From an optimization exercise on the open Yosys and OpenROAD flow, aimed at small area and a short achievable clock period; shortcuts taken in it are not production practice.
No functional check of the RTL was part of any run shown here.
Power is estimated from default activity; no workload was simulated.

===== flow/standard.sh =====
#!/bin/bash
# synth_recipe.tcl (not shown) runs the flow's synth.tcl, then flattens the netlist and writes it again
# the make line also repeats each setting of config.mk as NAME=value (left out here)
make -C /OpenROAD-flow-scripts/flow DESIGN_CONFIG=/design/flow/config.mk WORK_HOME=/design/flow/orfs CLKGATE_MAP_FILE= SYNTH_SCRIPT=/design/flow/synth_recipe.tcl "${@:-finish}"

===== flow/design.v =====
`timescale 1ns/1ps
module qdDecode (
  input  logic [15:0] in,
  output logic isNaR,
  output logic isZero,
  output logic sign,
  output logic [12:0] sig,
  output logic signed [6:0] k
);
  logic [14:0] body;
  logic [13:0] y;
  logic [13:0] above;    
  logic [13:0] hot;      
  logic [3:0] pos;
  logic any;
  logic e;
  assign body = in[15] ? (~in[14:0] + 15'd1) : in[14:0];
  assign y = body[14] ? ~body[13:0] : body[13:0];
  always_comb begin
    above[13] = y[13];
    for (int j = 12; j >= 0; j--) above[j] = above[j+1] | y[j];
    hot[13] = y[13];
    for (int j = 12; j >= 0; j--) hot[j] = y[j] & ~above[j+1];
    any = above[0];
    pos = 4'd0;
    for (int j = 0; j < 14; j++) pos = pos | (hot[j] ? 4'(j) : 4'd0);
    e = 1'b0;
    for (int j = 1; j < 14; j++) e = e | (hot[j] & body[j-1]);
    for (int t = 0; t < 12; t++) sig[t] = (t + 2 <= 13 ? (above[t+2 > 13 ? 13 : t+2] & body[t]) : 1'b0) | hot[t+1];
    sig[12] = hot[13];
    if (!above[2]) sig[0] = 1'b1;
    if (!any) begin
      k = body[14] ? 7'sd28 : -7'sd28;
    end else if (body[14]) begin
      k = (pos == 4'd0) ? 7'sd26 : 7'(7'sd27 - 7'(3 * pos) + 7'(e));
    end else begin
      k = (pos == 4'd0) ? -7'sd28 : 7'(7'(pos) - 7'sd27 + 7'(e));
    end
  end
  assign isNaR = (in == 16'h8000);
  assign isZero = (in == 16'h0000);
  assign sign = in[15];
endmodule
`timescale 1ns/1ps
module qdTerm (
  input  logic        aNaR,
  input  logic        aZero,
  input  logic        aSign,
  input  logic [12:0] aSig,
  input  logic [6:0]  aK,
  input  logic        bNaR,
  input  logic        bZero,
  input  logic        bSign,
  input  logic [12:0] bSig,
  input  logic [6:0]  bK,
  input  logic        hold,
  output logic [28:0] prod,
  output logic [4:0]  shiftHi,
  output logic        neg,
  output logic        nar,
  output logic        kill
);
  logic [25:0] rawProd;
  logic [6:0] shift;
  logic [31:0] ext;
  assign shift = aK + bK + 7'd56;
  assign kill = hold | aNaR | bNaR | aZero | bZero;
  assign neg = (aSign ^ bSign) & ~kill;
  assign nar = (aNaR | bNaR) & ~hold;
  qdMul mul (.a(aSig), .b(bSig), .inv(neg), .p(rawProd));
  assign ext = {neg, neg, neg, rawProd, neg, neg, neg} << shift[1:0];
  assign prod = ext[31:3];
  assign shiftHi = shift[6:2];
endmodule
module qdMul (
  input  logic [12:0] a,
  input  logic [12:0] b,
  input  logic inv,
  output logic [25:0] p
);
  logic [12:0] pp [13];
  logic [25:0] r0, r1;
  always_comb for (int i = 0; i < 13; i++) pp[i] = b[i] ? a : '0;
  logic fc1;
  logic fc10;
  logic fc100;
  logic fc101;
  logic fc102;
  logic fc103;
  logic fc104;
  logic fc105;
  logic fc106;
  logic fc107;
  logic fc108;
  logic fc109;
  logic fc11;
  logic fc111;
  logic fc112;
  logic fc113;
  logic fc114;
  logic fc115;
  logic fc116;
  logic fc117;
  logic fc118;
  logic fc119;
  logic fc12;
  logic fc120;
  logic fc121;
  logic fc122;
  logic fc123;
  logic fc124;
  logic fc125;
  logic fc126;
  logic fc127;
  logic fc128;
  logic fc129;
  logic fc130;
  logic fc131;
  logic fc14;
  logic fc15;
  logic fc16;
  logic fc17;
  logic fc18;
  logic fc19;
  logic fc21;
  logic fc23;
  logic fc24;
  logic fc26;
  logic fc27;
  logic fc28;
  logic fc29;
  logic fc3;
  logic fc30;
  logic fc31;
  logic fc32;
  logic fc33;
  logic fc34;
  logic fc35;
  logic fc36;
  logic fc37;
  logic fc38;
  logic fc39;
  logic fc4;
  logic fc40;
  logic fc41;
  logic fc42;
  logic fc43;
  logic fc44;
  logic fc45;
  logic fc46;
  logic fc47;
  logic fc48;
  logic fc49;
  logic fc50;
  logic fc51;
  logic fc52;
  logic fc53;
  logic fc54;
  logic fc55;
  logic fc57;
  logic fc59;
  logic fc6;
  logic fc60;
  logic fc61;
  logic fc62;
  logic fc63;
  logic fc64;
  logic fc65;
  logic fc66;
  logic fc67;
  logic fc68;
  logic fc69;
  logic fc7;
  logic fc70;
  logic fc71;
  logic fc72;
  logic fc73;
  logic fc74;
  logic fc75;
  logic fc76;
  logic fc77;
  logic fc78;
  logic fc79;
  logic fc8;
  logic fc80;
  logic fc81;
  logic fc82;
  logic fc83;
  logic fc84;
  logic fc85;
  logic fc86;
  logic fc87;
  logic fc88;
  logic fc89;
  logic fc91;
  logic fc92;
  logic fc93;
  logic fc94;
  logic fc95;
  logic fc96;
  logic fc97;
  logic fc98;
  logic fc99;
  logic fs1;
  logic fs10;
  logic fs100;
  logic fs101;
  logic fs102;
  logic fs103;
  logic fs104;
  logic fs105;
  logic fs106;
  logic fs107;
  logic fs108;
  logic fs109;
  logic fs11;
  logic fs111;
  logic fs112;
  logic fs113;
  logic fs114;
  logic fs115;
  logic fs116;
  logic fs117;
  logic fs118;
  logic fs119;
  logic fs12;
  logic fs120;
  logic fs121;
  logic fs122;
  logic fs123;
  logic fs124;
  logic fs125;
  logic fs126;
  logic fs127;
  logic fs128;
  logic fs129;
  logic fs130;
  logic fs131;
  logic fs14;
  logic fs15;
  logic fs16;
  logic fs17;
  logic fs18;
  logic fs19;
  logic fs21;
  logic fs23;
  logic fs24;
  logic fs26;
  logic fs27;
  logic fs28;
  logic fs29;
  logic fs3;
  logic fs30;
  logic fs31;
  logic fs32;
  logic fs33;
  logic fs34;
  logic fs35;
  logic fs36;
  logic fs37;
  logic fs38;
  logic fs39;
  logic fs4;
  logic fs40;
  logic fs41;
  logic fs42;
  logic fs43;
  logic fs44;
  logic fs45;
  logic fs46;
  logic fs47;
  logic fs48;
  logic fs49;
  logic fs50;
  logic fs51;
  logic fs52;
  logic fs53;
  logic fs54;
  logic fs55;
  logic fs57;
  logic fs59;
  logic fs6;
  logic fs60;
  logic fs61;
  logic fs62;
  logic fs63;
  logic fs64;
  logic fs65;
  logic fs66;
  logic fs67;
  logic fs68;
  logic fs69;
  logic fs7;
  logic fs70;
  logic fs71;
  logic fs72;
  logic fs73;
  logic fs74;
  logic fs75;
  logic fs76;
  logic fs77;
  logic fs78;
  logic fs79;
  logic fs8;
  logic fs80;
  logic fs81;
  logic fs82;
  logic fs83;
  logic fs84;
  logic fs85;
  logic fs86;
  logic fs87;
  logic fs88;
  logic fs89;
  logic fs91;
  logic fs92;
  logic fs93;
  logic fs94;
  logic fs95;
  logic fs96;
  logic fs97;
  logic fs98;
  logic fs99;
  logic hc0;
  logic hc110;
  logic hc13;
  logic hc2;
  logic hc20;
  logic hc22;
  logic hc25;
  logic hc5;
  logic hc56;
  logic hc58;
  logic hc9;
  logic hc90;
  logic hs0;
  logic hs110;
  logic hs13;
  logic hs2;
  logic hs20;
  logic hs22;
  logic hs25;
  logic hs5;
  logic hs56;
  logic hs58;
  logic hs9;
  logic hs90;
  assign {hc0, hs0} = {1'b0, pp[0][9]} + {1'b0, pp[1][8]};
  assign {fc1, fs1} = {1'b0, pp[0][10]} + {1'b0, pp[1][9]} + {1'b0, pp[2][8]};
  assign {hc2, hs2} = {1'b0, pp[3][7]} + {1'b0, pp[4][6]};
  assign {fc3, fs3} = {1'b0, pp[0][11]} + {1'b0, pp[1][10]} + {1'b0, pp[2][9]};
  assign {fc4, fs4} = {1'b0, pp[3][8]} + {1'b0, pp[4][7]} + {1'b0, pp[5][6]};
  assign {hc5, hs5} = {1'b0, pp[6][5]} + {1'b0, pp[7][4]};
  assign {fc6, fs6} = {1'b0, pp[0][12]} + {1'b0, pp[1][11]} + {1'b0, pp[2][10]};
  assign {fc7, fs7} = {1'b0, pp[3][9]} + {1'b0, pp[4][8]} + {1'b0, pp[5][7]};
  assign {fc8, fs8} = {1'b0, pp[6][6]} + {1'b0, pp[7][5]} + {1'b0, pp[8][4]};
  assign {hc9, hs9} = {1'b0, pp[9][3]} + {1'b0, pp[10][2]};
  assign {fc10, fs10} = {1'b0, pp[1][12]} + {1'b0, pp[2][11]} + {1'b0, pp[3][10]};
  assign {fc11, fs11} = {1'b0, pp[4][9]} + {1'b0, pp[5][8]} + {1'b0, pp[6][7]};
  assign {fc12, fs12} = {1'b0, pp[7][6]} + {1'b0, pp[8][5]} + {1'b0, pp[9][4]};
  assign {hc13, hs13} = {1'b0, pp[10][3]} + {1'b0, pp[11][2]};
  assign {fc14, fs14} = {1'b0, pp[2][12]} + {1'b0, pp[3][11]} + {1'b0, pp[4][10]};
  assign {fc15, fs15} = {1'b0, pp[5][9]} + {1'b0, pp[6][8]} + {1'b0, pp[7][7]};
  assign {fc16, fs16} = {1'b0, pp[8][6]} + {1'b0, pp[9][5]} + {1'b0, pp[10][4]};
  assign {fc17, fs17} = {1'b0, pp[3][12]} + {1'b0, pp[4][11]} + {1'b0, pp[5][10]};
  assign {fc18, fs18} = {1'b0, pp[6][9]} + {1'b0, pp[7][8]} + {1'b0, pp[8][7]};
  assign {fc19, fs19} = {1'b0, pp[4][12]} + {1'b0, pp[5][11]} + {1'b0, pp[6][10]};
  assign {hc20, hs20} = {1'b0, pp[0][6]} + {1'b0, pp[1][5]};
  assign {fc21, fs21} = {1'b0, pp[0][7]} + {1'b0, pp[1][6]} + {1'b0, pp[2][5]};
  assign {hc22, hs22} = {1'b0, pp[3][4]} + {1'b0, pp[4][3]};
  assign {fc23, fs23} = {1'b0, pp[0][8]} + {1'b0, pp[1][7]} + {1'b0, pp[2][6]};
  assign {fc24, fs24} = {1'b0, pp[3][5]} + {1'b0, pp[4][4]} + {1'b0, pp[5][3]};
  assign {hc25, hs25} = {1'b0, pp[6][2]} + {1'b0, pp[7][1]};
  assign {fc26, fs26} = {1'b0, hs0} + {1'b0, pp[2][7]} + {1'b0, pp[3][6]};
  assign {fc27, fs27} = {1'b0, pp[4][5]} + {1'b0, pp[5][4]} + {1'b0, pp[6][3]};
  assign {fc28, fs28} = {1'b0, pp[7][2]} + {1'b0, pp[8][1]} + {1'b0, pp[9][0]};
  assign {fc29, fs29} = {1'b0, hc0} + {1'b0, fs1} + {1'b0, hs2};
  assign {fc30, fs30} = {1'b0, pp[5][5]} + {1'b0, pp[6][4]} + {1'b0, pp[7][3]};
  assign {fc31, fs31} = {1'b0, pp[8][2]} + {1'b0, pp[9][1]} + {1'b0, pp[10][0]};
  assign {fc32, fs32} = {1'b0, fc1} + {1'b0, hc2} + {1'b0, fs3};
  assign {fc33, fs33} = {1'b0, fs4} + {1'b0, hs5} + {1'b0, pp[8][3]};
  assign {fc34, fs34} = {1'b0, pp[9][2]} + {1'b0, pp[10][1]} + {1'b0, pp[11][0]};
  assign {fc35, fs35} = {1'b0, fc3} + {1'b0, fc4} + {1'b0, hc5};
  assign {fc36, fs36} = {1'b0, fs6} + {1'b0, fs7} + {1'b0, fs8};
  assign {fc37, fs37} = {1'b0, hs9} + {1'b0, pp[11][1]} + {1'b0, pp[12][0]};
  assign {fc38, fs38} = {1'b0, fc6} + {1'b0, fc7} + {1'b0, fc8};
  assign {fc39, fs39} = {1'b0, hc9} + {1'b0, fs10} + {1'b0, fs11};
  assign {fc40, fs40} = {1'b0, fs12} + {1'b0, hs13} + {1'b0, pp[12][1]};
  assign {fc41, fs41} = {1'b0, fc10} + {1'b0, fc11} + {1'b0, fc12};
  assign {fc42, fs42} = {1'b0, hc13} + {1'b0, fs14} + {1'b0, fs15};
  assign {fc43, fs43} = {1'b0, fs16} + {1'b0, pp[11][3]} + {1'b0, pp[12][2]};
  assign {fc44, fs44} = {1'b0, fc14} + {1'b0, fc15} + {1'b0, fc16};
  assign {fc45, fs45} = {1'b0, fs17} + {1'b0, fs18} + {1'b0, pp[9][6]};
  assign {fc46, fs46} = {1'b0, pp[10][5]} + {1'b0, pp[11][4]} + {1'b0, pp[12][3]};
  assign {fc47, fs47} = {1'b0, fc17} + {1'b0, fc18} + {1'b0, fs19};
  assign {fc48, fs48} = {1'b0, pp[7][9]} + {1'b0, pp[8][8]} + {1'b0, pp[9][7]};
  assign {fc49, fs49} = {1'b0, pp[10][6]} + {1'b0, pp[11][5]} + {1'b0, pp[12][4]};
  assign {fc50, fs50} = {1'b0, fc19} + {1'b0, pp[5][12]} + {1'b0, pp[6][11]};
  assign {fc51, fs51} = {1'b0, pp[7][10]} + {1'b0, pp[8][9]} + {1'b0, pp[9][8]};
  assign {fc52, fs52} = {1'b0, pp[10][7]} + {1'b0, pp[11][6]} + {1'b0, pp[12][5]};
  assign {fc53, fs53} = {1'b0, pp[6][12]} + {1'b0, pp[7][11]} + {1'b0, pp[8][10]};
  assign {fc54, fs54} = {1'b0, pp[9][9]} + {1'b0, pp[10][8]} + {1'b0, pp[11][7]};
  assign {fc55, fs55} = {1'b0, pp[7][12]} + {1'b0, pp[8][11]} + {1'b0, pp[9][10]};
  assign {hc56, hs56} = {1'b0, pp[0][4]} + {1'b0, pp[1][3]};
  assign {fc57, fs57} = {1'b0, pp[0][5]} + {1'b0, pp[1][4]} + {1'b0, pp[2][3]};
  assign {hc58, hs58} = {1'b0, pp[3][2]} + {1'b0, pp[4][1]};
  assign {fc59, fs59} = {1'b0, hs20} + {1'b0, pp[2][4]} + {1'b0, pp[3][3]};
  assign {fc60, fs60} = {1'b0, pp[4][2]} + {1'b0, pp[5][1]} + {1'b0, pp[6][0]};
  assign {fc61, fs61} = {1'b0, hc20} + {1'b0, fs21} + {1'b0, hs22};
  assign {fc62, fs62} = {1'b0, pp[5][2]} + {1'b0, pp[6][1]} + {1'b0, pp[7][0]};
  assign {fc63, fs63} = {1'b0, fc21} + {1'b0, hc22} + {1'b0, fs23};
  assign {fc64, fs64} = {1'b0, fs24} + {1'b0, hs25} + {1'b0, pp[8][0]};
  assign {fc65, fs65} = {1'b0, fc23} + {1'b0, fc24} + {1'b0, hc25};
  assign {fc66, fs66} = {1'b0, fs26} + {1'b0, fs27} + {1'b0, fs28};
  assign {fc67, fs67} = {1'b0, fc26} + {1'b0, fc27} + {1'b0, fc28};
  assign {fc68, fs68} = {1'b0, fs29} + {1'b0, fs30} + {1'b0, fs31};
  assign {fc69, fs69} = {1'b0, fc29} + {1'b0, fc30} + {1'b0, fc31};
  assign {fc70, fs70} = {1'b0, fs32} + {1'b0, fs33} + {1'b0, fs34};
  assign {fc71, fs71} = {1'b0, fc32} + {1'b0, fc33} + {1'b0, fc34};
  assign {fc72, fs72} = {1'b0, fs35} + {1'b0, fs36} + {1'b0, fs37};
  assign {fc73, fs73} = {1'b0, fc35} + {1'b0, fc36} + {1'b0, fc37};
  assign {fc74, fs74} = {1'b0, fs38} + {1'b0, fs39} + {1'b0, fs40};
  assign {fc75, fs75} = {1'b0, fc38} + {1'b0, fc39} + {1'b0, fc40};
  assign {fc76, fs76} = {1'b0, fs41} + {1'b0, fs42} + {1'b0, fs43};
  assign {fc77, fs77} = {1'b0, fc41} + {1'b0, fc42} + {1'b0, fc43};
  assign {fc78, fs78} = {1'b0, fs44} + {1'b0, fs45} + {1'b0, fs46};
  assign {fc79, fs79} = {1'b0, fc44} + {1'b0, fc45} + {1'b0, fc46};
  assign {fc80, fs80} = {1'b0, fs47} + {1'b0, fs48} + {1'b0, fs49};
  assign {fc81, fs81} = {1'b0, fc47} + {1'b0, fc48} + {1'b0, fc49};
  assign {fc82, fs82} = {1'b0, fs50} + {1'b0, fs51} + {1'b0, fs52};
  assign {fc83, fs83} = {1'b0, fc50} + {1'b0, fc51} + {1'b0, fc52};
  assign {fc84, fs84} = {1'b0, fs53} + {1'b0, fs54} + {1'b0, pp[12][6]};
  assign {fc85, fs85} = {1'b0, fc53} + {1'b0, fc54} + {1'b0, fs55};
  assign {fc86, fs86} = {1'b0, pp[10][9]} + {1'b0, pp[11][8]} + {1'b0, pp[12][7]};
  assign {fc87, fs87} = {1'b0, fc55} + {1'b0, pp[8][12]} + {1'b0, pp[9][11]};
  assign {fc88, fs88} = {1'b0, pp[10][10]} + {1'b0, pp[11][9]} + {1'b0, pp[12][8]};
  assign {fc89, fs89} = {1'b0, pp[9][12]} + {1'b0, pp[10][11]} + {1'b0, pp[11][10]};
  assign {hc90, hs90} = {1'b0, pp[0][3]} + {1'b0, pp[1][2]};
  assign {fc91, fs91} = {1'b0, hs56} + {1'b0, pp[2][2]} + {1'b0, pp[3][1]};
  assign {fc92, fs92} = {1'b0, hc56} + {1'b0, fs57} + {1'b0, hs58};
  assign {fc93, fs93} = {1'b0, fc57} + {1'b0, hc58} + {1'b0, fs59};
  assign {fc94, fs94} = {1'b0, fc59} + {1'b0, fc60} + {1'b0, fs61};
  assign {fc95, fs95} = {1'b0, fc61} + {1'b0, fc62} + {1'b0, fs63};
  assign {fc96, fs96} = {1'b0, fc63} + {1'b0, fc64} + {1'b0, fs65};
  assign {fc97, fs97} = {1'b0, fc65} + {1'b0, fc66} + {1'b0, fs67};
  assign {fc98, fs98} = {1'b0, fc67} + {1'b0, fc68} + {1'b0, fs69};
  assign {fc99, fs99} = {1'b0, fc69} + {1'b0, fc70} + {1'b0, fs71};
  assign {fc100, fs100} = {1'b0, fc71} + {1'b0, fc72} + {1'b0, fs73};
  assign {fc101, fs101} = {1'b0, fc73} + {1'b0, fc74} + {1'b0, fs75};
  assign {fc102, fs102} = {1'b0, fc75} + {1'b0, fc76} + {1'b0, fs77};
  assign {fc103, fs103} = {1'b0, fc77} + {1'b0, fc78} + {1'b0, fs79};
  assign {fc104, fs104} = {1'b0, fc79} + {1'b0, fc80} + {1'b0, fs81};
  assign {fc105, fs105} = {1'b0, fc81} + {1'b0, fc82} + {1'b0, fs83};
  assign {fc106, fs106} = {1'b0, fc83} + {1'b0, fc84} + {1'b0, fs85};
  assign {fc107, fs107} = {1'b0, fc85} + {1'b0, fc86} + {1'b0, fs87};
  assign {fc108, fs108} = {1'b0, fc87} + {1'b0, fc88} + {1'b0, fs89};
  assign {fc109, fs109} = {1'b0, fc89} + {1'b0, pp[10][12]} + {1'b0, pp[11][11]};
  assign {hc110, hs110} = {1'b0, pp[0][2]} + {1'b0, pp[1][1]};
  assign {fc111, fs111} = {1'b0, hs90} + {1'b0, pp[2][1]} + {1'b0, pp[3][0]};
  assign {fc112, fs112} = {1'b0, hc90} + {1'b0, fs91} + {1'b0, pp[4][0]};
  assign {fc113, fs113} = {1'b0, fc91} + {1'b0, fs92} + {1'b0, pp[5][0]};
  assign {fc114, fs114} = {1'b0, fc92} + {1'b0, fs93} + {1'b0, fs60};
  assign {fc115, fs115} = {1'b0, fc93} + {1'b0, fs94} + {1'b0, fs62};
  assign {fc116, fs116} = {1'b0, fc94} + {1'b0, fs95} + {1'b0, fs64};
  assign {fc117, fs117} = {1'b0, fc95} + {1'b0, fs96} + {1'b0, fs66};
  assign {fc118, fs118} = {1'b0, fc96} + {1'b0, fs97} + {1'b0, fs68};
  assign {fc119, fs119} = {1'b0, fc97} + {1'b0, fs98} + {1'b0, fs70};
  assign {fc120, fs120} = {1'b0, fc98} + {1'b0, fs99} + {1'b0, fs72};
  assign {fc121, fs121} = {1'b0, fc99} + {1'b0, fs100} + {1'b0, fs74};
  assign {fc122, fs122} = {1'b0, fc100} + {1'b0, fs101} + {1'b0, fs76};
  assign {fc123, fs123} = {1'b0, fc101} + {1'b0, fs102} + {1'b0, fs78};
  assign {fc124, fs124} = {1'b0, fc102} + {1'b0, fs103} + {1'b0, fs80};
  assign {fc125, fs125} = {1'b0, fc103} + {1'b0, fs104} + {1'b0, fs82};
  assign {fc126, fs126} = {1'b0, fc104} + {1'b0, fs105} + {1'b0, fs84};
  assign {fc127, fs127} = {1'b0, fc105} + {1'b0, fs106} + {1'b0, fs86};
  assign {fc128, fs128} = {1'b0, fc106} + {1'b0, fs107} + {1'b0, fs88};
  assign {fc129, fs129} = {1'b0, fc107} + {1'b0, fs108} + {1'b0, pp[12][9]};
  assign {fc130, fs130} = {1'b0, fc108} + {1'b0, fs109} + {1'b0, pp[12][10]};
  assign {fc131, fs131} = {1'b0, fc109} + {1'b0, pp[11][12]} + {1'b0, pp[12][11]};
  assign r0 = {1'b0, fc131, fc130, fc129, fc128, fc127, fc126, fc125, fc124, fc123, fc122, fc121, fc120, fc119, fc118, fc117, fc116, fc115, fc114, fc113, fc112, fc111, hc110, hs110, pp[0][1], pp[0][0]};
  assign r1 = {1'b0, pp[12][12], fs131, fs130, fs129, fs128, fs127, fs126, fs125, fs124, fs123, fs122, fs121, fs120, fs119, fs118, fs117, fs116, fs115, fs114, fs113, fs112, fs111, pp[2][0], pp[1][0], 1'b0};
  qdAddKS #(.W(26)) fin (.a(r0), .b(r1), .ci(1'b0), .inv(inv), .s(p));
endmodule
`timescale 1ns/1ps
module qdAccum (
  input  logic         clk,
  input  logic         clear,
  input  logic         acc,
  input  logic [28:0]  prod,
  input  logic [3:0]   step,
  input  logic [7:0]   fill,
  input  logic [7:0]   place,
  input  logic         neg,
  input  logic         termNaR,
  output logic [127:0] quire,
  output logic         quireNaR
);
  logic [47:0] near;
  logic [127:0] aligned;
  logic [127:0] sum;
  always_comb begin
    for (int i = 0; i < 48; i++) begin
      near[i] = 1'b0;
      for (int m = 0; m < 4; m++) begin
        if (i - 4 * m >= 0 && i - 4 * m < 29) begin
          near[i] = near[i] | (step[m] & prod[i - 4 * m]);
        end else begin
          near[i] = near[i] | (step[m] & neg);
        end
      end
    end
  end
  always_comb begin
    aligned = '0;
    for (int j = 0; j < 8; j++) begin
      aligned = aligned | (({80'd0, near} << (16 * j)) & {128{place[j] & acc}});
    end
    for (int k = 0; k < 8; k++) begin
      aligned[16*k +: 16] = aligned[16*k +: 16] | {16{fill[k] & acc}};
    end
  end
  qdAdd #(.W(128)) add (.a(quire), .b(aligned), .ci(neg & acc), .inv(1'b0), .s(sum));
  always_ff @(posedge clk) begin
    if (clear) begin
      quire <= '0;
      quireNaR <= 1'b0;
    end else begin
      quire <= sum;
      quireNaR <= quireNaR | (termNaR & acc);
    end
  end
endmodule
module qdAdd #(
  parameter int W = 128
) (
  input  logic [W-1:0] a,
  input  logic [W-1:0] b,
  input  logic         ci,
  input  logic         inv,
  output logic [W-1:0] s
);
  localparam int L = $clog2(W);
  logic [W-1:0] p0, g0;
  logic [W-1:0] g, p;
  logic [W-1:0] c;
  always_comb begin
    p0 = a ^ b;
    g0 = a & b;
    g = g0;
    p = p0;
    g[0] = g0[0] | (p0[0] & ci);
    for (int l = 0; l < L; l++) begin
      for (int i = (2 << l) - 1; i < W; i += (2 << l)) begin
        g[i] = g[i] | (p[i] & g[i - (1 << l)]);
        p[i] = p[i] & p[i - (1 << l)];
      end
    end
    for (int l = L - 2; l >= 0; l--) begin
      for (int i = (3 << l) - 1; i < W; i += (2 << l)) begin
        g[i] = g[i] | (p[i] & g[i - (1 << l)]);
        p[i] = p[i] & p[i - (1 << l)];
      end
    end
    c = {g[W-2:0], ci};
    s = p0 ^ {W{inv}} ^ c;
  end
endmodule
module qdAddKS #(
  parameter int W = 26
) (
  input  logic [W-1:0] a,
  input  logic [W-1:0] b,
  input  logic         ci,
  input  logic         inv,
  output logic [W-1:0] s
);
  localparam int L = $clog2(W);
  logic [W-1:0] p0, g0;
  logic [W-1:0] g, p, gn, pn;
  logic [W-1:0] c;
  always_comb begin
    p0 = a ^ b;
    g0 = a & b;
    g = g0;
    p = p0;
    g[0] = g0[0] | (p0[0] & ci);
    for (int l = 0; l < L; l++) begin
      gn = g;
      pn = p;
      for (int i = 0; i < W; i++) begin
        if (i >= (1 << l)) begin
          gn[i] = g[i] | (p[i] & g[i - (1 << l)]);
          pn[i] = p[i] & p[i - (1 << l)];
        end
      end
      g = gn;
      p = pn;
    end
    c = {g[W-2:0], ci};
    s = p0 ^ {W{inv}} ^ c;
  end
endmodule
`timescale 1ns/1ps
module qdRound (
  input  logic [127:0] quire,
  input  logic         quireNaR,
  output logic [15:0]  result
);
  logic s;
  logic [83:0] v;
  logic posBig, negBig, big, tiny, isZero;
  logic [5:0] aPos, aNeg, a;
  logic [5:0] sh;
  logic [16:0] pat;
  logic [13:0] msk;
  logic cut, odd;
  logic [45:0] x5;
  logic [30:0] x4;
  logic [22:0] x3;
  logic [18:0] x2;
  logic [16:0] x1;
  logic [14:0] w;
  logic [80:0] po;
  logic [55:0] stk;
  logic sticky;
  logic inc;
  logic [16:0] ext;
  logic [14:0] e0, e1, em1;
  logic [3:0] m;
  logic g, t0, c, step;
  logic [15:0] main;
  assign s = quire[127];
  assign v = quire[83:0] ^ {84{s}};
  assign posBig = !s && (|quire[126:84]);
  assign negBig = s && !((&quire[126:84]) && (|quire[83:0]));
  assign big = posBig || negBig;
  assign tiny = s ? (&quire[83:28]) : !(|quire[83:28]);
  assign isZero = !s && !(|quire[126:0]);
  qdLead #(.W(64)) leadPos (.x({8'd0, quire[83:28]}), .pos(aPos));
  qdLead #(.W(64)) leadNeg (.x({8'd0, ~quire[83:28]}), .pos(aNeg));
  assign a = s ? aNeg : aPos;
  positRoundTable tab (.a, .sh, .pat, .msk, .cut, .odd);
  always_comb begin
    x5 = sh[5] ? {26'd0, v[83:58]} : v[71:26];
    x4 = sh[4] ? {1'b0, x5[45:16]} : x5[30:0];
    x3 = sh[3] ? x4[30:8] : x4[22:0];
    x2 = sh[2] ? x3[22:4] : x3[18:0];
    x1 = sh[1] ? x2[18:2] : x2[16:0];
    w = sh[0] ? x1[15:1] : x1[14:0];
  end
  always_comb begin
    po = quire[80:0];
    for (int l = 0; l < 7; l++) begin
      for (int i = 0; i < 81; i++) begin
        if ((i >> l) % 2 == 1) po[i] = po[i] | po[((i >> l) << l) - 1];
      end
    end
  end
  assign stk = po[80:25];
  positRoundSticky pick (.a, .stk, .sticky);
  assign inc = s && !sticky;
  assign ext = pat | {3'd0, w[13:0] & msk};
  assign e0 = ext[16:2];
  assign e1 = e0 + 15'd1;
  assign em1 = e0 - 15'd1;
  assign m = {1'b0, w[2:0]} + {3'd0, inc};
  always_comb begin
    if (cut) begin
      g = odd && (m[3] || m[1] || m[0]);
      t0 = odd && (m[3] || m[1]);
      c = 1'b0;
    end else begin
      g = ext[1] ^ (inc && ext[0]);
      t0 = ext[0] ^ inc;
      c = inc && ext[1] && ext[0];
    end
  end
  assign step = c || (g && (t0 || sticky || e0[0]));
  assign main = s ? (step ? ~{1'b0, e0} : ~{1'b0, em1})
                  : (step ? {1'b0, e1} : {1'b0, e0});
  always_comb begin
    if (quireNaR) begin
      result = 16'h8000;
    end else if (isZero) begin
      result = 16'h0000;
    end else if (big) begin
      result = s ? 16'h8001 : 16'h7FFF;
    end else if (tiny) begin
      result = s ? 16'hFFFF : 16'h0001;
    end else begin
      result = main;
    end
  end
endmodule
module qdLead #(
  parameter int W = 64
) (
  input  logic [W-1:0] x,
  output logic [$clog2(W)-1:0] pos
);
  if (W == 2) begin : g_leaf
    assign pos = x[1];
  end else begin : g_node
    localparam int H = W / 2;
    logic [$clog2(H)-1:0] ph, pl;
    logic vh;
    qdLead #(.W(H)) hi (.x(x[W-1:H]), .pos(ph));
    qdLead #(.W(H)) lo (.x(x[H-1:0]), .pos(pl));
    assign vh = |x[W-1:H];
    assign pos = vh ? {1'b1, ph} : {1'b0, pl};
  end
endmodule
`timescale 1ns/1ps
module positRoundTable (
  input  logic [5:0]  a,
  output logic [5:0]  sh,
  output logic [16:0] pat,
  output logic [13:0] msk,
  output logic        cut,
  output logic        odd
);
  always_comb begin
    case (a)
      6'd0: begin sh = 6'd0; pat = 17'h00004; msk = 14'h0000; cut = 1'b1; odd = 1'b0; end
      6'd1: begin sh = 6'd1; pat = 17'h00004; msk = 14'h0000; cut = 1'b1; odd = 1'b1; end
      6'd2: begin sh = 6'd2; pat = 17'h00008; msk = 14'h0003; cut = 1'b0; odd = 1'b0; end
      6'd3: begin sh = 6'd3; pat = 17'h0000C; msk = 14'h0003; cut = 1'b0; odd = 1'b0; end
      6'd4: begin sh = 6'd3; pat = 17'h00010; msk = 14'h0007; cut = 1'b0; odd = 1'b0; end
      6'd5: begin sh = 6'd4; pat = 17'h00018; msk = 14'h0007; cut = 1'b0; odd = 1'b0; end
      6'd6: begin sh = 6'd4; pat = 17'h00020; msk = 14'h000F; cut = 1'b0; odd = 1'b0; end
      6'd7: begin sh = 6'd5; pat = 17'h00030; msk = 14'h000F; cut = 1'b0; odd = 1'b0; end
      6'd8: begin sh = 6'd5; pat = 17'h00040; msk = 14'h001F; cut = 1'b0; odd = 1'b0; end
      6'd9: begin sh = 6'd6; pat = 17'h00060; msk = 14'h001F; cut = 1'b0; odd = 1'b0; end
      6'd10: begin sh = 6'd6; pat = 17'h00080; msk = 14'h003F; cut = 1'b0; odd = 1'b0; end
      6'd11: begin sh = 6'd7; pat = 17'h000C0; msk = 14'h003F; cut = 1'b0; odd = 1'b0; end
      6'd12: begin sh = 6'd7; pat = 17'h00100; msk = 14'h007F; cut = 1'b0; odd = 1'b0; end
      6'd13: begin sh = 6'd8; pat = 17'h00180; msk = 14'h007F; cut = 1'b0; odd = 1'b0; end
      6'd14: begin sh = 6'd8; pat = 17'h00200; msk = 14'h00FF; cut = 1'b0; odd = 1'b0; end
      6'd15: begin sh = 6'd9; pat = 17'h00300; msk = 14'h00FF; cut = 1'b0; odd = 1'b0; end
      6'd16: begin sh = 6'd9; pat = 17'h00400; msk = 14'h01FF; cut = 1'b0; odd = 1'b0; end
      6'd17: begin sh = 6'd10; pat = 17'h00600; msk = 14'h01FF; cut = 1'b0; odd = 1'b0; end
      6'd18: begin sh = 6'd10; pat = 17'h00800; msk = 14'h03FF; cut = 1'b0; odd = 1'b0; end
      6'd19: begin sh = 6'd11; pat = 17'h00C00; msk = 14'h03FF; cut = 1'b0; odd = 1'b0; end
      6'd20: begin sh = 6'd11; pat = 17'h01000; msk = 14'h07FF; cut = 1'b0; odd = 1'b0; end
      6'd21: begin sh = 6'd12; pat = 17'h01800; msk = 14'h07FF; cut = 1'b0; odd = 1'b0; end
      6'd22: begin sh = 6'd12; pat = 17'h02000; msk = 14'h0FFF; cut = 1'b0; odd = 1'b0; end
      6'd23: begin sh = 6'd13; pat = 17'h03000; msk = 14'h0FFF; cut = 1'b0; odd = 1'b0; end
      6'd24: begin sh = 6'd13; pat = 17'h04000; msk = 14'h1FFF; cut = 1'b0; odd = 1'b0; end
      6'd25: begin sh = 6'd14; pat = 17'h06000; msk = 14'h1FFF; cut = 1'b0; odd = 1'b0; end
      6'd26: begin sh = 6'd14; pat = 17'h08000; msk = 14'h3FFF; cut = 1'b0; odd = 1'b0; end
      6'd27: begin sh = 6'd15; pat = 17'h0C000; msk = 14'h3FFF; cut = 1'b0; odd = 1'b0; end
      6'd28: begin sh = 6'd16; pat = 17'h10000; msk = 14'h3FFF; cut = 1'b0; odd = 1'b0; end
      6'd29: begin sh = 6'd17; pat = 17'h14000; msk = 14'h3FFF; cut = 1'b0; odd = 1'b0; end
      6'd30: begin sh = 6'd19; pat = 17'h18000; msk = 14'h1FFF; cut = 1'b0; odd = 1'b0; end
      6'd31: begin sh = 6'd20; pat = 17'h1A000; msk = 14'h1FFF; cut = 1'b0; odd = 1'b0; end
      6'd32: begin sh = 6'd22; pat = 17'h1C000; msk = 14'h0FFF; cut = 1'b0; odd = 1'b0; end
      6'd33: begin sh = 6'd23; pat = 17'h1D000; msk = 14'h0FFF; cut = 1'b0; odd = 1'b0; end
      6'd34: begin sh = 6'd25; pat = 17'h1E000; msk = 14'h07FF; cut = 1'b0; odd = 1'b0; end
      6'd35: begin sh = 6'd26; pat = 17'h1E800; msk = 14'h07FF; cut = 1'b0; odd = 1'b0; end
      6'd36: begin sh = 6'd28; pat = 17'h1F000; msk = 14'h03FF; cut = 1'b0; odd = 1'b0; end
      6'd37: begin sh = 6'd29; pat = 17'h1F400; msk = 14'h03FF; cut = 1'b0; odd = 1'b0; end
      6'd38: begin sh = 6'd31; pat = 17'h1F800; msk = 14'h01FF; cut = 1'b0; odd = 1'b0; end
      6'd39: begin sh = 6'd32; pat = 17'h1FA00; msk = 14'h01FF; cut = 1'b0; odd = 1'b0; end
      6'd40: begin sh = 6'd34; pat = 17'h1FC00; msk = 14'h00FF; cut = 1'b0; odd = 1'b0; end
      6'd41: begin sh = 6'd35; pat = 17'h1FD00; msk = 14'h00FF; cut = 1'b0; odd = 1'b0; end
      6'd42: begin sh = 6'd37; pat = 17'h1FE00; msk = 14'h007F; cut = 1'b0; odd = 1'b0; end
      6'd43: begin sh = 6'd38; pat = 17'h1FE80; msk = 14'h007F; cut = 1'b0; odd = 1'b0; end
      6'd44: begin sh = 6'd40; pat = 17'h1FF00; msk = 14'h003F; cut = 1'b0; odd = 1'b0; end
      6'd45: begin sh = 6'd41; pat = 17'h1FF40; msk = 14'h003F; cut = 1'b0; odd = 1'b0; end
      6'd46: begin sh = 6'd43; pat = 17'h1FF80; msk = 14'h001F; cut = 1'b0; odd = 1'b0; end
      6'd47: begin sh = 6'd44; pat = 17'h1FFA0; msk = 14'h001F; cut = 1'b0; odd = 1'b0; end
      6'd48: begin sh = 6'd46; pat = 17'h1FFC0; msk = 14'h000F; cut = 1'b0; odd = 1'b0; end
      6'd49: begin sh = 6'd47; pat = 17'h1FFD0; msk = 14'h000F; cut = 1'b0; odd = 1'b0; end
      6'd50: begin sh = 6'd49; pat = 17'h1FFE0; msk = 14'h0007; cut = 1'b0; odd = 1'b0; end
      6'd51: begin sh = 6'd50; pat = 17'h1FFE8; msk = 14'h0007; cut = 1'b0; odd = 1'b0; end
      6'd52: begin sh = 6'd52; pat = 17'h1FFF0; msk = 14'h0003; cut = 1'b0; odd = 1'b0; end
      6'd53: begin sh = 6'd53; pat = 17'h1FFF4; msk = 14'h0003; cut = 1'b0; odd = 1'b0; end
      6'd54: begin sh = 6'd54; pat = 17'h1FFF8; msk = 14'h0000; cut = 1'b1; odd = 1'b0; end
      6'd55: begin sh = 6'd55; pat = 17'h1FFF8; msk = 14'h0000; cut = 1'b1; odd = 1'b1; end
      default: begin sh = 6'd0; pat = 17'h00000; msk = 14'h0000; cut = 1'b0; odd = 1'b0; end
    endcase
  end
endmodule
module positRoundSticky (
  input  logic [5:0]  a,
  input  logic [55:0] stk,
  output logic        sticky
);
  logic [63:0] byA;
  assign byA[0] = stk[0];
  assign byA[1] = stk[1];
  assign byA[2] = stk[2];
  assign byA[3] = stk[3];
  assign byA[4] = stk[3];
  assign byA[5] = stk[4];
  assign byA[6] = stk[4];
  assign byA[7] = stk[5];
  assign byA[8] = stk[5];
  assign byA[9] = stk[6];
  assign byA[10] = stk[6];
  assign byA[11] = stk[7];
  assign byA[12] = stk[7];
  assign byA[13] = stk[8];
  assign byA[14] = stk[8];
  assign byA[15] = stk[9];
  assign byA[16] = stk[9];
  assign byA[17] = stk[10];
  assign byA[18] = stk[10];
  assign byA[19] = stk[11];
  assign byA[20] = stk[11];
  assign byA[21] = stk[12];
  assign byA[22] = stk[12];
  assign byA[23] = stk[13];
  assign byA[24] = stk[13];
  assign byA[25] = stk[14];
  assign byA[26] = stk[14];
  assign byA[27] = stk[15];
  assign byA[28] = stk[16];
  assign byA[29] = stk[17];
  assign byA[30] = stk[19];
  assign byA[31] = stk[20];
  assign byA[32] = stk[22];
  assign byA[33] = stk[23];
  assign byA[34] = stk[25];
  assign byA[35] = stk[26];
  assign byA[36] = stk[28];
  assign byA[37] = stk[29];
  assign byA[38] = stk[31];
  assign byA[39] = stk[32];
  assign byA[40] = stk[34];
  assign byA[41] = stk[35];
  assign byA[42] = stk[37];
  assign byA[43] = stk[38];
  assign byA[44] = stk[40];
  assign byA[45] = stk[41];
  assign byA[46] = stk[43];
  assign byA[47] = stk[44];
  assign byA[48] = stk[46];
  assign byA[49] = stk[47];
  assign byA[50] = stk[49];
  assign byA[51] = stk[50];
  assign byA[52] = stk[52];
  assign byA[53] = stk[53];
  assign byA[54] = stk[54];
  assign byA[55] = stk[55];
  assign byA[63:56] = 8'd0;
  assign sticky = byA[a];
endmodule
`timescale 1ns/1ps
module quireDotApb (
  input  logic        clk,
  input  logic        rst,
  input  logic        psel,
  input  logic        penable,
  input  logic        pwrite,
  input  logic [7:0]  paddr,
  input  logic [31:0] pwdata,
  output logic [31:0] prdata,
  output logic        pready,
  output logic        pslverr
);
  localparam logic [7:0] RegOpA = 8'h00;
  localparam logic [7:0] RegOpB = 8'h04;
  localparam logic [7:0] RegCtrl = 8'h08;
  localparam logic [7:0] RegResult = 8'h0C;
  logic setup;
  logic hitA, hitB, hitC, hitR;
  logic rstQ, clrQ;
  logic wrA, wrB;
  logic accNext;
  logic doAcc;
  logic [15:0] stg;
  logic [15:0] opA, opB;
  logic dNaR, dZero, dSign;
  logic [12:0] dSig;
  logic [6:0] dK;
  logic aNaR, aZero, aSign, bNaR, bZero, bSign;
  logic [12:0] aSig, bSig;
  logic [6:0] aK, bK;
  logic [28:0] prod;
  logic [4:0] shiftHi;
  logic neg, nar, kill;
  logic [28:0] tProd;
  logic [7:0] tPlace;
  logic [7:0] tFill;
  logic [3:0] tStep;
  logic [7:0] place, covered;
  logic tNeg, tNaR;
  logic [127:0] quire;
  logic quireNaR;
  logic [15:0] result;
  logic [15:0] rdata;
  logic err;
  assign setup = psel && !penable;
  assign hitA = (paddr == RegOpA);
  assign hitB = (paddr == RegOpB);
  assign hitC = (paddr == RegCtrl);
  assign hitR = (paddr == RegResult);
  always_ff @(posedge clk) begin
    rstQ <= rst;
    clrQ <= rst || (setup && pwrite && hitC && pwdata[0]);
    wrA <= setup && pwrite && hitA;
    wrB <= setup && pwrite && hitB;
    stg <= pwdata[15:0];
  end
  qdDecode dec (.in(stg), .isNaR(dNaR), .isZero(dZero), .sign(dSign), .sig(dSig), .k(dK));
  always_ff @(posedge clk) begin
    if (rstQ) begin
      opA <= '0;
      aNaR <= 1'b0;
      aZero <= 1'b1;
    end else if (wrA) begin
      opA <= stg;
      aNaR <= dNaR;
      aZero <= dZero;
    end
    if (rstQ) begin
      opB <= '0;
      bNaR <= 1'b0;
      bZero <= 1'b1;
    end else if (wrB) begin
      opB <= stg;
      bNaR <= dNaR;
      bZero <= dZero;
    end
    if (wrA) begin
      aSign <= dSign;
      aSig <= dSig;
      aK <= dK;
    end
    if (wrB) begin
      bSign <= dSign;
      bSig <= dSig;
      bK <= dK;
    end
  end
  qdTerm term (
    .aNaR, .aZero, .aSign, .aSig, .aK,
    .bNaR, .bZero, .bSign, .bSig, .bK,
    .hold(rstQ),
    .prod, .shiftHi, .neg, .nar, .kill
  );
  assign accNext = setup && pwrite && hitC && pwdata[1];
  assign place = 8'd1 << shiftHi[4:2];
  assign covered = place | (place << 1) | (place << 2);
  always_ff @(posedge clk) begin
    tProd <= prod;
    doAcc <= accNext;
    tPlace <= kill ? 8'd0 : place;
    tStep <= 4'd1 << shiftHi[1:0];
    tFill <= neg ? ~covered : 8'd0;
    tNeg <= neg;
    tNaR <= nar;
  end
  qdAccum accum (
    .clk, .clear(clrQ),
    .acc(doAcc), .prod(tProd), .step(tStep), .fill(tFill), .place(tPlace), .neg(tNeg), .termNaR(tNaR),
    .quire, .quireNaR
  );
  qdRound round (.quire, .quireNaR, .result);
  always_ff @(posedge clk) begin
    rdata <= ({16{hitA && !rstQ}} & opA) | ({16{hitB && !rstQ}} & opB) | ({16{hitR && !rstQ}} & result);
    err <= !(hitA || hitB || hitC || hitR) || (pwrite && hitR);
  end
  assign prdata = {16'h0000, rdata};
  assign pready = 1'b1;
  assign pslverr = err;
endmodule

===== flow/constraint.sdc =====
create_clock -name core_clock -period 22.0 [get_ports {clk}]
set_input_delay 4.4000 -clock core_clock [delete_from_list [all_inputs] [get_ports {clk}]]
set_output_delay 4.4000 -clock core_clock [all_outputs]
set_load 0.01 [all_outputs]

===== flow/config.mk =====
export PLATFORM = sky130hd
export DESIGN_NAME = quireDotApb
export DESIGN_NICKNAME = quireDotApb
export VERILOG_FILES = /design/flow/design.v
export SDC_FILE = /design/flow/constraint.sdc
export NUM_CORES = 4
export LEC_CHECK = 0
export ABC_AREA = 1
export CAP_MARGIN = 20
export CORE_MARGIN = 2
export CORE_UTILIZATION = 65
export PLACE_DENSITY = 0.8
export SLEW_MARGIN = 20

===== flow/flow/run.sh =====
#!/bin/bash
set -euo pipefail
bash standard.sh SETUP_SLACK_MARGIN=16.2 "BUFFER_PORTS_ARGS=-buffer_cell sky130_fd_sc_hd__buf_2" finish > standard.log 2>&1

==> results.cfg, run 1 <==
[status]
outcome = finished clean

[detailed_routing]
drt_iter0_markers = 3998
postRouteWirelength_mm = 97.4
wl_per_cell_um = 18.4
via_per_inst = 5.92
drc = 0
ant_nets = 0
drt_first_pass_iters = 8
vias = 31300

[yosys]
async_flop_share = 0
synth_common_cells = nand2_1 (917), inv_1 (772), nor2_1 (506), nand3_1 (277), dfxtp_1 (254)
yosys.area.top_type = dfxtp_1
yosys-top-cells-area = dfxtp_1 (16%), fa_1 (12%), nand2_1 (11%)
synth_top_cell_area_share = 0.163
yosys_warnings = 9
postSynthCellCount = 4552
yosysUniqueCellTypes = 70
synth.most_common_cell = nand2_1
synth_edf_count = 42
avgSynthCellArea_um2 = 6.86
ys_seq_elements = 296
synthesis.area_um2 = 31200
ys_seq_area_frac = 0.203
synth_flop_cell = dfxtp_1

[timing]
rsz0062_at_grt = yes
period_share = 0.264
finalClockSkew_ps = 17.8
finalCriticalPeriod_ps = 5820
final_max_slew_viol_count = 0
setup_viol = 0
slew_headroom = 0.244
hold_slack_ps = 453
tns_ps = 0
tightest_slew_ps = 1120
hold_viol_final = 0
clock.fmax_mhz = 172

[clock_network]
postCtsHoldBufs = 0
clock_path_buffers = 3
clockRootBuffer = clkbuf_16
numCtsBuffers = 36
h-tree-depth = 2
cts_sinks = 296
clk_pin_slew_worst_paths_ps = 60
cts_tree = yes
clock_latency_ps = 550

[placement]
dp_hpwl_mm = 69.0
gp_congestion = 1.06
port_buffers = 45
place_area_um2 = 31700

[critical_path]
worstSetupPathType = flop to flop
critPathLaunchType = flop
critical_path.max_fanout = 3
cp.arrival_ps = 6220
max_stage_delay_ps = 550
reg2reg_slack_ps = 16180
critPathSlowestCell = fa_1
cpMostUsedCell = buf_4
worst_setup_path_end_kind = flop
reg2regPathDepth = 31
crit_required_ps = 22410

[floorplan]
die_w_um = 223
start_util = 0.657
coreArea_um2 = 47500
die_area_um2 = 49800
die_y_um = 223
pin_count = 79
core.rowCount = 80

[power_and_ir_drop]
ir_worst_vdd_mv = 0.0709
powerDensity_nw_per_um2 = 36.2
leakage_nw = 17.3

[layout]
n_fill_cell = 3827
final_cell_area_um2 = 34600
final_net_count = 5072
drive_above_1_share = 0.119
area_growth_pct = 10.9
diodes = 0
utilization = 0.728

[global_routing]
antenna_found_initial = 1
grt_pass1_wl_mm = 148
grt_usage = 0.371
grt_pass1_vias = 28600
gr-total-overflow = 0
grt_max_degree = 71

[hold_path]
whs_path_depth = 2
hp-class = flop to flop

[flow_run]
maxCapViolations = 0
[cell type report]
type / count / area [um^2] / share of cell area
Multi-Input combinational cell: 3291 / 21600 / 0.624
Sequential cell: 296 / 6420 / 0.185
Inverter: 801 / 3040 / 0.0880
Timing Repair Buffer: 218 / 1600 / 0.0462
Clock buffer: 48 / 996 / 0.0288
Tap cell: 615 / 769 / 0.0222
Clock inverter: 13 / 166 / 0.00481
Timing Repair inverter: 1 / 5.00 / 0.000145
[what timing repair did]
| action | in CTS | in global routing |
|---|---|---|
| setup buffers | 33 | 94 |
| resized for setup | 66 | 131 |
| gates cloned | 2 | 4 |
| endpoints found under the setup margin | 100 | 76 |
| pin swaps | 16 | 50 |
[cell usage in the layout, fill, tap and decap left out, types with 45 or more instances in the layout]
| cell | count |
|---|---|
| nand2_1 | 905 |
| inv_1 | 763 |
| nor2_1 | 494 |
| nand3_1 | 274 |
| dfxtp_1 | 206 |
| a21oi_1 | 198 |
| ha_1 | 185 |
| fa_1 | 175 |
| o21ai_0 | 170 |
| buf_4 | 165 |
| xor2_1 | 132 |
| xnor2_1 | 71 |
| nor3_1 | 59 |
| nand4_1 | 58 |
| o211ai_1 | 52 |
| buf_2 | 45 |
[registers in the layout, summed over array words and instances, names as in the netlist, 8 cells and up]
| register | cells |
|---|---|
| accum.quire | 128 |
| rdata | 16 |
| tProd | 29 |
| tPlace | 8 |
| opB | 16 |
| opA | 16 |
| stg | 16 |
| aSig | 13 |
| tFill | 8 |
| bSig | 13 |
[power by group]
part           internal, mW  total, mW  switching (mW)
Sequential            0.556      0.561         0.00524
Combinational        0.0367     0.0975          0.0608
Clock                 0.354      0.595           0.241
Total                 0.946       1.25           0.307
[layer usage]
metal	share of wire	wire length [um]	vias to the layer above	global-route usage
li1	-	-	14800	-
met1	0.39	38300	14400	0.498
met2	0.45	43500	1741	0.585
met3	0.11	11100	332	0.0761
met4	0.046	4500	2	0.153
met5	0.00013	13	-	0
[worst max-delay path: cells and delay by family (launching register included)]
family | cells | cell delay (ps)
adders and majority gates | 5 | 2260
buffers and inverters | 12 | 1240
AOI/OAI and AO/OA | 8 | 1020
and+or+nand+nor | 5 | 550
DFF | 1 | 440
xor gates and xnor gates | 1 | 160
[metrics by stage]
step | power [mW] | std cells | setup slack (ps)
4_1_cts | 1.25 | 5185 | 16200
3_5_place_dp | 0.661 | 5089 | 14350
6_report | 1.25 | 5283 | 16180
3_3_place_gp | 0.658 | 5089 | 14320
5_1_grt | 1.29 | 5283 | 15870
2_1_floorplan | 0.641 | 4567 | 16200
[cell families after synthesis]
group	share of synthesized area
simple gates	0.274
buf+inv	0.127
compound gates	0.136
fa+ha+maj	0.198
flops	0.203
xor+xnor	0.0572
mux	0.00481
other cells	0.000241
[final timing paths]
check	start	endpoint
setup / recovery	aSig[6]	tProd[16]
hold / removal	tNaR	accum.quireNaR
setup reg to reg	aSig[6]	tProd[16]
hold reg to reg	tNaR	accum.quireNaR
==> run 2, diff against run 1 <==
--- a/flow/design.v
+++ b/flow/design.v
@@ -54,23 +54,23 @@
   input  logic [12:0] bSig,
   input  logic [6:0]  bK,
   input  logic        hold,
-  output logic [28:0] prod,
-  output logic [4:0]  shiftHi,
+  output logic [47:0] prod,
+  output logic [2:0]  shiftHi,
   output logic        neg,
-  output logic        nar,
-  output logic        kill
+  output logic        nar
 );
+  logic kill;
   logic [25:0] rawProd;
   logic [6:0] shift;
-  logic [31:0] ext;
+  logic [62:0] ext;
   assign shift = aK + bK + 7'd56;
   assign kill = hold | aNaR | bNaR | aZero | bZero;
   assign neg = (aSign ^ bSign) & ~kill;
   assign nar = (aNaR | bNaR) & ~hold;
   qdMul mul (.a(aSig), .b(bSig), .inv(neg), .p(rawProd));
-  assign ext = {neg, neg, neg, rawProd, neg, neg, neg} << shift[1:0];
-  assign prod = ext[31:3];
-  assign shiftHi = shift[6:2];
+  assign ext = {{22{neg}}, rawProd, {15{neg}}} << shift[3:0];
+  assign prod = kill ? 48'd0 : ext[62:15];
+  assign shiftHi = shift[6:4];
 endmodule
 module qdMul (
   input  logic [12:0] a,
@@ -479,15 +479,14 @@
   assign {fc131, fs131} = {1'b0, fc109} + {1'b0, pp[11][12]} + {1'b0, pp[12][11]};
   assign r0 = {1'b0, fc131, fc130, fc129, fc128, fc127, fc126, fc125, fc124, fc123, fc122, fc121, fc120, fc119, fc118, fc117, fc116, fc115, fc114, fc113, fc112, fc111, hc110, hs110, pp[0][1], pp[0][0]};
   assign r1 = {1'b0, pp[12][12], fs131, fs130, fs129, fs128, fs127, fs126, fs125, fs124, fs123, fs122, fs121, fs120, fs119, fs118, fs117, fs116, fs115, fs114, fs113, fs112, fs111, pp[2][0], pp[1][0], 1'b0};
-  qdAddKS #(.W(26)) fin (.a(r0), .b(r1), .ci(1'b0), .inv(inv), .s(p));
+  qdAdd #(.W(26)) fin (.a(r0), .b(r1), .ci(1'b0), .inv(inv), .s(p));
 endmodule
 `timescale 1ns/1ps
 module qdAccum (
   input  logic         clk,
   input  logic         clear,
   input  logic         acc,
-  input  logic [28:0]  prod,
-  input  logic [3:0]   step,
+  input  logic [47:0]  prod,
   input  logic [7:0]   fill,
   input  logic [7:0]   place,
   input  logic         neg,
@@ -495,25 +494,12 @@
   output logic [127:0] quire,
   output logic         quireNaR
 );
-  logic [47:0] near;
   logic [127:0] aligned;
   logic [127:0] sum;
   always_comb begin
-    for (int i = 0; i < 48; i++) begin
-      near[i] = 1'b0;
-      for (int m = 0; m < 4; m++) begin
-        if (i - 4 * m >= 0 && i - 4 * m < 29) begin
-          near[i] = near[i] | (step[m] & prod[i - 4 * m]);
-        end else begin
-          near[i] = near[i] | (step[m] & neg);
-        end
-      end
-    end
-  end
-  always_comb begin
     aligned = '0;
     for (int j = 0; j < 8; j++) begin
-      aligned = aligned | (({80'd0, near} << (16 * j)) & {128{place[j] & acc}});
+      aligned = aligned | (({80'd0, prod} << (16 * j)) & {128{place[j] & acc}});
     end
     for (int k = 0; k < 8; k++) begin
       aligned[16*k +: 16] = aligned[16*k +: 16] | {16{fill[k] & acc}};
@@ -565,41 +551,6 @@
     s = p0 ^ {W{inv}} ^ c;
   end
 endmodule
-module qdAddKS #(
-  parameter int W = 26
-) (
-  input  logic [W-1:0] a,
-  input  logic [W-1:0] b,
-  input  logic         ci,
-  input  logic         inv,
-  output logic [W-1:0] s
-);
-  localparam int L = $clog2(W);
-  logic [W-1:0] p0, g0;
-  logic [W-1:0] g, p, gn, pn;
-  logic [W-1:0] c;
-  always_comb begin
-    p0 = a ^ b;
-    g0 = a & b;
-    g = g0;
-    p = p0;
-    g[0] = g0[0] | (p0[0] & ci);
-    for (int l = 0; l < L; l++) begin
-      gn = g;
-      pn = p;
-      for (int i = 0; i < W; i++) begin
-        if (i >= (1 << l)) begin
-          gn[i] = g[i] | (p[i] & g[i - (1 << l)]);
-          pn[i] = p[i] & p[i - (1 << l)];
-        end
-      end
-      g = gn;
-      p = pn;
-    end
-    c = {g[W-2:0], ci};
-    s = p0 ^ {W{inv}} ^ c;
-  end
-endmodule
 `timescale 1ns/1ps
 module qdRound (
   input  logic [127:0] quire,
@@ -620,8 +571,8 @@
   logic [18:0] x2;
   logic [16:0] x1;
   logic [14:0] w;
-  logic [80:0] po;
-  logic [55:0] stk;
+  logic [63:0] rv;
+  logic st5, st4, st3, st2, st1, st0;
   logic sticky;
   logic inc;
   logic [16:0] ext;
@@ -648,16 +599,20 @@
     x1 = sh[1] ? x2[18:2] : x2[16:0];
     w = sh[0] ? x1[15:1] : x1[14:0];
   end
+  assign rv = {6'd0, quire[83:26]};
   always_comb begin
-    po = quire[80:0];
-    for (int l = 0; l < 7; l++) begin
-      for (int i = 0; i < 81; i++) begin
-        if ((i >> l) % 2 == 1) po[i] = po[i] | po[((i >> l) << l) - 1];
-      end
-    end
+    st5 = sh[5] && (|rv[31:0]);
+    st4 = sh[4] && (sh[5] ? (|rv[47:32]) : (|rv[15:0]));
+    st3 = 1'b0;
+    st2 = 1'b0;
+    st1 = 1'b0;
+    st0 = 1'b0;
+    for (int b = 0; b < 4; b++) if (sh[5:4] == 2'(b)) st3 = sh[3] && (|rv[16*b +: 8]);
+    for (int b = 0; b < 8; b++) if (sh[5:3] == 3'(b)) st2 = sh[2] && (|rv[8*b +: 4]);
+    for (int b = 0; b < 16; b++) if (sh[5:2] == 4'(b)) st1 = sh[1] && (|rv[4*b +: 2]);
+    for (int b = 0; b < 32; b++) if (sh[5:1] == 5'(b)) st0 = sh[0] && rv[2*b];
+    sticky = (|quire[25:0]) || st5 || st4 || st3 || st2 || st1 || st0;
   end
-  assign stk = po[80:25];
-  positRoundSticky pick (.a, .stk, .sticky);
   assign inc = s && !sticky;
   assign ext = pat | {3'd0, w[13:0] & msk};
   assign e0 = ext[16:2];
@@ -781,71 +736,6 @@
     endcase
   end
 endmodule
-module positRoundSticky (
-  input  logic [5:0]  a,
-  input  logic [55:0] stk,
-  output logic        sticky
-);
-  logic [63:0] byA;
-  assign byA[0] = stk[0];
-  assign byA[1] = stk[1];
-  assign byA[2] = stk[2];
-  assign byA[3] = stk[3];
-  assign byA[4] = stk[3];
-  assign byA[5] = stk[4];
-  assign byA[6] = stk[4];
-  assign byA[7] = stk[5];
-  assign byA[8] = stk[5];
-  assign byA[9] = stk[6];
-  assign byA[10] = stk[6];
-  assign byA[11] = stk[7];
-  assign byA[12] = stk[7];
-  assign byA[13] = stk[8];
-  assign byA[14] = stk[8];
-  assign byA[15] = stk[9];
-  assign byA[16] = stk[9];
-  assign byA[17] = stk[10];
-  assign byA[18] = stk[10];
-  assign byA[19] = stk[11];
-  assign byA[20] = stk[11];
-  assign byA[21] = stk[12];
-  assign byA[22] = stk[12];
-  assign byA[23] = stk[13];
-  assign byA[24] = stk[13];
-  assign byA[25] = stk[14];
-  assign byA[26] = stk[14];
-  assign byA[27] = stk[15];
-  assign byA[28] = stk[16];
-  assign byA[29] = stk[17];
-  assign byA[30] = stk[19];
-  assign byA[31] = stk[20];
-  assign byA[32] = stk[22];
-  assign byA[33] = stk[23];
-  assign byA[34] = stk[25];
-  assign byA[35] = stk[26];
-  assign byA[36] = stk[28];
-  assign byA[37] = stk[29];
-  assign byA[38] = stk[31];
-  assign byA[39] = stk[32];
-  assign byA[40] = stk[34];
-  assign byA[41] = stk[35];
-  assign byA[42] = stk[37];
-  assign byA[43] = stk[38];
-  assign byA[44] = stk[40];
-  assign byA[45] = stk[41];
-  assign byA[46] = stk[43];
-  assign byA[47] = stk[44];
-  assign byA[48] = stk[46];
-  assign byA[49] = stk[47];
-  assign byA[50] = stk[49];
-  assign byA[51] = stk[50];
-  assign byA[52] = stk[52];
-  assign byA[53] = stk[53];
-  assign byA[54] = stk[54];
-  assign byA[55] = stk[55];
-  assign byA[63:56] = 8'd0;
-  assign sticky = byA[a];
-endmodule
 `timescale 1ns/1ps
 module quireDotApb (
   input  logic        clk,
@@ -877,13 +767,12 @@
   logic aNaR, aZero, aSign, bNaR, bZero, bSign;
   logic [12:0] aSig, bSig;
   logic [6:0] aK, bK;
-  logic [28:0] prod;
-  logic [4:0] shiftHi;
-  logic neg, nar, kill;
-  logic [28:0] tProd;
+  logic [47:0] prod;
+  logic [2:0] shiftHi;
+  logic neg, nar;
+  logic [47:0] tProd;
   logic [7:0] tPlace;
   logic [7:0] tFill;
-  logic [3:0] tStep;
   logic [7:0] place, covered;
   logic tNeg, tNaR;
   logic [127:0] quire;
@@ -938,23 +827,22 @@
     .aNaR, .aZero, .aSign, .aSig, .aK,
     .bNaR, .bZero, .bSign, .bSig, .bK,
     .hold(rstQ),
-    .prod, .shiftHi, .neg, .nar, .kill
+    .prod, .shiftHi, .neg, .nar
   );
   assign accNext = setup && pwrite && hitC && pwdata[1];
-  assign place = 8'd1 << shiftHi[4:2];
+  assign place = 8'd1 << shiftHi;
   assign covered = place | (place << 1) | (place << 2);
   always_ff @(posedge clk) begin
     tProd <= prod;
     doAcc <= accNext;
-    tPlace <= kill ? 8'd0 : place;
-    tStep <= 4'd1 << shiftHi[1:0];
+    tPlace <= place;
     tFill <= neg ? ~covered : 8'd0;
     tNeg <= neg;
     tNaR <= nar;
   end
   qdAccum accum (
     .clk, .clear(clrQ),
-    .acc(doAcc), .prod(tProd), .step(tStep), .fill(tFill), .place(tPlace), .neg(tNeg), .termNaR(tNaR),
+    .acc(doAcc), .prod(tProd), .fill(tFill), .place(tPlace), .neg(tNeg), .termNaR(tNaR),
     .quire, .quireNaR
   );
   qdRound round (.quire, .quireNaR, .result);
==> flow/flow/run.sh (replaced) <==
#!/bin/bash
set -euo pipefail
bash standard.sh SETUP_SLACK_MARGIN=16.0 finish > standard.log 2>&1
--- a/flow/config.mk
+++ b/flow/config.mk
@@ -8,6 +8,6 @@
 export ABC_AREA = 1
 export CAP_MARGIN = 20
 export CORE_MARGIN = 2
-export CORE_UTILIZATION = 65
-export PLACE_DENSITY = 0.8
+export CORE_UTILIZATION = 50
+export PLACE_DENSITY = 0.65
 export SLEW_MARGIN = 20
==> run 2 against run 1 <==
Net effect:
- first-iteration DRC count down 22%
- critical path type unchanged
- still clean
- non-clock buffer count rose by 122
- highest routed layer unchanged
- largest power group unchanged
- sequential share of layout area decreased by 0.68 points
- combinational power rose by 2.1%
- die area rose by 29%
- count of clock-buffer cells in the layout rose by 3
- critical endpoint is now rdata[12]
==> results.cfg, run 2 <==
[critical_path]
cp.arrival_ps = 6670
worst_setup_path_end_kind = flop
max_stage_delay_ps = 410
critPathSlowestCell = dfxtp_4
critical_path.max_fanout = 59
r2r_end = rdata[12]
cpMostUsedCell = nand2_1
reg2regPathDepth = 38
crit_required_ps = 22450
reg2reg_slack_ps = 15780
r2r_start = accum.quire[82]
critPathLaunchType = flop
worstSetupPathType = flop to flop

[floorplan]
core.rowCount = 91
start_util = 0.505
die_y_um = 253
pin_count = 79
die_area_um2 = 64200
die_w_um = 253
coreArea_um2 = 61600

[timing]
slew_headroom = 0.190
clock.fmax_mhz = 161
tightest_slew_ps = 1210
finalCriticalPeriod_ps = 6220
period_share = 0.283
hold_viol_final = 0
tns_ps = 0
rsz0062_at_grt = yes
finalClockSkew_ps = 36.8
setup_viol = 0
final_max_slew_viol_count = 0

[hold_path]
min_to = accum.quireNaR
hold_start = tNaR
whs_path_depth = 2
hp-class = flop to flop

[layout]
final_cell_mix = nand2_1 (877), inv_1 (720), nor2_1 (366)
drive_above_1_share = 0.196
largest_reg_flops = 128
area_growth_pct = 21.1
largestRegisters = accum.quire (128), tProd (42)
final_common_cell = nand2_1
largest_register = accum.quire
final_net_count = 5116
utilization = 0.611

[global_routing]
grt_pass1_vias = 29000
antenna_found_initial = 2
grt_usage = 0.315
gr-total-overflow = 0
grt_pass1_wl_mm = 159
grt_max_degree = 61

[yosys]
yosysUniqueCellTypes = 84
ys_seq_elements = 305
yosys.area.top_type = dfxtp_1
synth_top_cell_area_share = 0.169
yosys_warnings = 9
synth_edf_count = 42
async_flop_share = 0
synthesis.area_um2 = 31100
synth.most_common_cell = nand2_1
synth_common_cells = nand2_1 (955), inv_1 (755), nor2_1 (406), dfxtp_1 (263), o21ai_0 (222)
synth_flop_cell = dfxtp_1
ys_seq_area_frac = 0.210
avgSynthCellArea_um2 = 6.97
postSynthCellCount = 4461
yosys-top-cells-area = dfxtp_1 (17%), fa_1 (12%), nand2_1 (12%)

[detailed_routing]
drt_first_pass_iters = 8
vias = 30900
drt_iter0_markers = 3101
via_per_inst = 5.58
drc = 0
wl_per_cell_um = 18.6
ant_nets = 0
postRouteWirelength_mm = 103

[clock_network]
cts_sinks = 305
numCtsBuffers = 37
clock_latency_ps = 580
h-tree-depth = 2
cts_tree = yes
clock_path_buffers = 3
clk_pin_slew_worst_paths_ps = 60
clockRootBuffer = clkbuf_16

[power_and_ir_drop]
ir_worst_vdd_mv = 0.0634
powerDensity_nw_per_um2 = 34.8
p_total_mw = 1.31
leakage_nw = 18.0

[status]
outcome = finished clean

[placement]
port_buffers = 45
gp_congestion = 1.02
dp_hpwl_mm = 71.4

[flow_run]
maxCapViolations = 0
[run 2: cell types whose count changed after synthesis, sizes merged, moves of 16 or more]
cell | before | now
o22ai | 40 | 56
nand3 | 291 | 180
xnor2 | 71 | 46
nor3 | 69 | 113
o21ai | 202 | 281
nand2 | 955 | 994
nor2 | 537 | 448
a21oi | 218 | 172
[run 2: how the worst max path moves through the flow]
stage / end / cells after the start / from
3_5_place_dp: rdata[3] / 43 / accum.quire[62]
6_report: rdata[12] / 38 / accum.quire[82]
3_3_place_gp: rdata[12] / 43 / accum.quire[62]
2_1_floorplan: accum.quire[127] / 42 / doAcc
5_1_grt: rdata[12] / 49 / accum.quire[69]
4_1_cts: rdata[3] / 47 / accum.quire[58]
[run 2: area by class of cell]
type | count | area (um^2)
repair buffers | 340 | 2890
inverters | 789 | 3080
well taps | 837 | 1050
diodes | 1 | 2.50
multi-input cells | 3210 | 22600
repair inverters | 1 | 8.76
flip-flops and latches | 305 | 6730
fillers | 5573 | 23900
clock inverters | 14 | 206
clock buffers | 51 | 1050
[run 2: power by group]
group / switching, mW / leakage [nW] / internal [mW]
clock network: 0.258 / 0.618 / 0.384
registers: 0.00456 / 2.55 / 0.566
logic: 0.0604 / 14.8 / 0.0392
total: 0.323 / 18.0 / 0.989
[run 2: critical path: cells and delay by family (launching register included)]
kind | cells | cell delay (ps)
DFF | 1 | 410
AOI/OAI and AO/OA | 8 | 1480
buffers and inverters | 3 | 350
adders and majority gates | 2 | 360
and+or+nand+nor | 24 | 3270
xor gates and xnor gates | 1 | 140
[run 2: cells by family after synthesis]
| logic type | after synthesis | synth area share |
|---|---|---|
| other | 2 | 0.000242 |
| adder cells (fa/ha/maj) | 387 | 0.201 |
| AO/OA/AOI/OAI | 737 | 0.145 |
| flip-flops | 305 | 0.210 |
| XOR/XNOR | 186 | 0.0526 |
| AND/OR/NAND/NOR | 1861 | 0.262 |
| multiplexers | 16 | 0.00515 |
| buffers and inverters | 967 | 0.125 |
[run 2: metrics by stage]
stage | area (um^2) | hold WS (ps) | std cells | setup slack (ps)
floorplan | 31200 | 424 | 4476 | 15980
global placement | 31800 | 454 | 5188 | 13620
detailed placement | 31800 | 462 | 5188 | 13670
CTS | 36000 | 476 | 5472 | 15970
global route | 37600 | 486 | 5547 | 15440
finish | 37600 | 470 | 5548 | 15780
[run 2: layer usage]
metal	routed length (um)	vias to the layer above	track usage
li1	-	14800	-
met1	42700	14400	0.417
met2	45500	1419	0.493
met3	10300	335	0.0752
met4	4880	4	0.126
met5	27	-	0
[run 2: timing repair]
item,in CTS,in global routing
setup endpoints to repair,125,104
hold buffers,0,0
gates resized for setup,370,297
pin swaps,111,175
cloned,6,1
setup buffers,213,74

## what the ideal ports hide
In the flow no input, the clock included, has a driving cell. The finished layouts below were timed again as built, in two steps. Step 1 assumes that a clkbuf_16 drives the clock port and a buf_2 every other input. Step 2 moves the port delays by t, midway between the first and last clock arrival at a register: inputs arrive t later, outputs are due t later. That takes back most of the time a late clock gives input paths. Three values: ideal ports, drivers, drivers and shift; two values: the first two.
run	t, ns	slack for setup (ns)	worst slew at a driven data input, ns
run 1	0.602	16.184 / 16.184 / 15.817	0.08
run 2	0.625	15.777 / 15.777 / 15.516	0.05
After both steps every run listed still meets setup and hold. For run 1, which loses most, drivers alone change the setup slack by 0.000 ns; drivers and shift together by -0.367 ns.
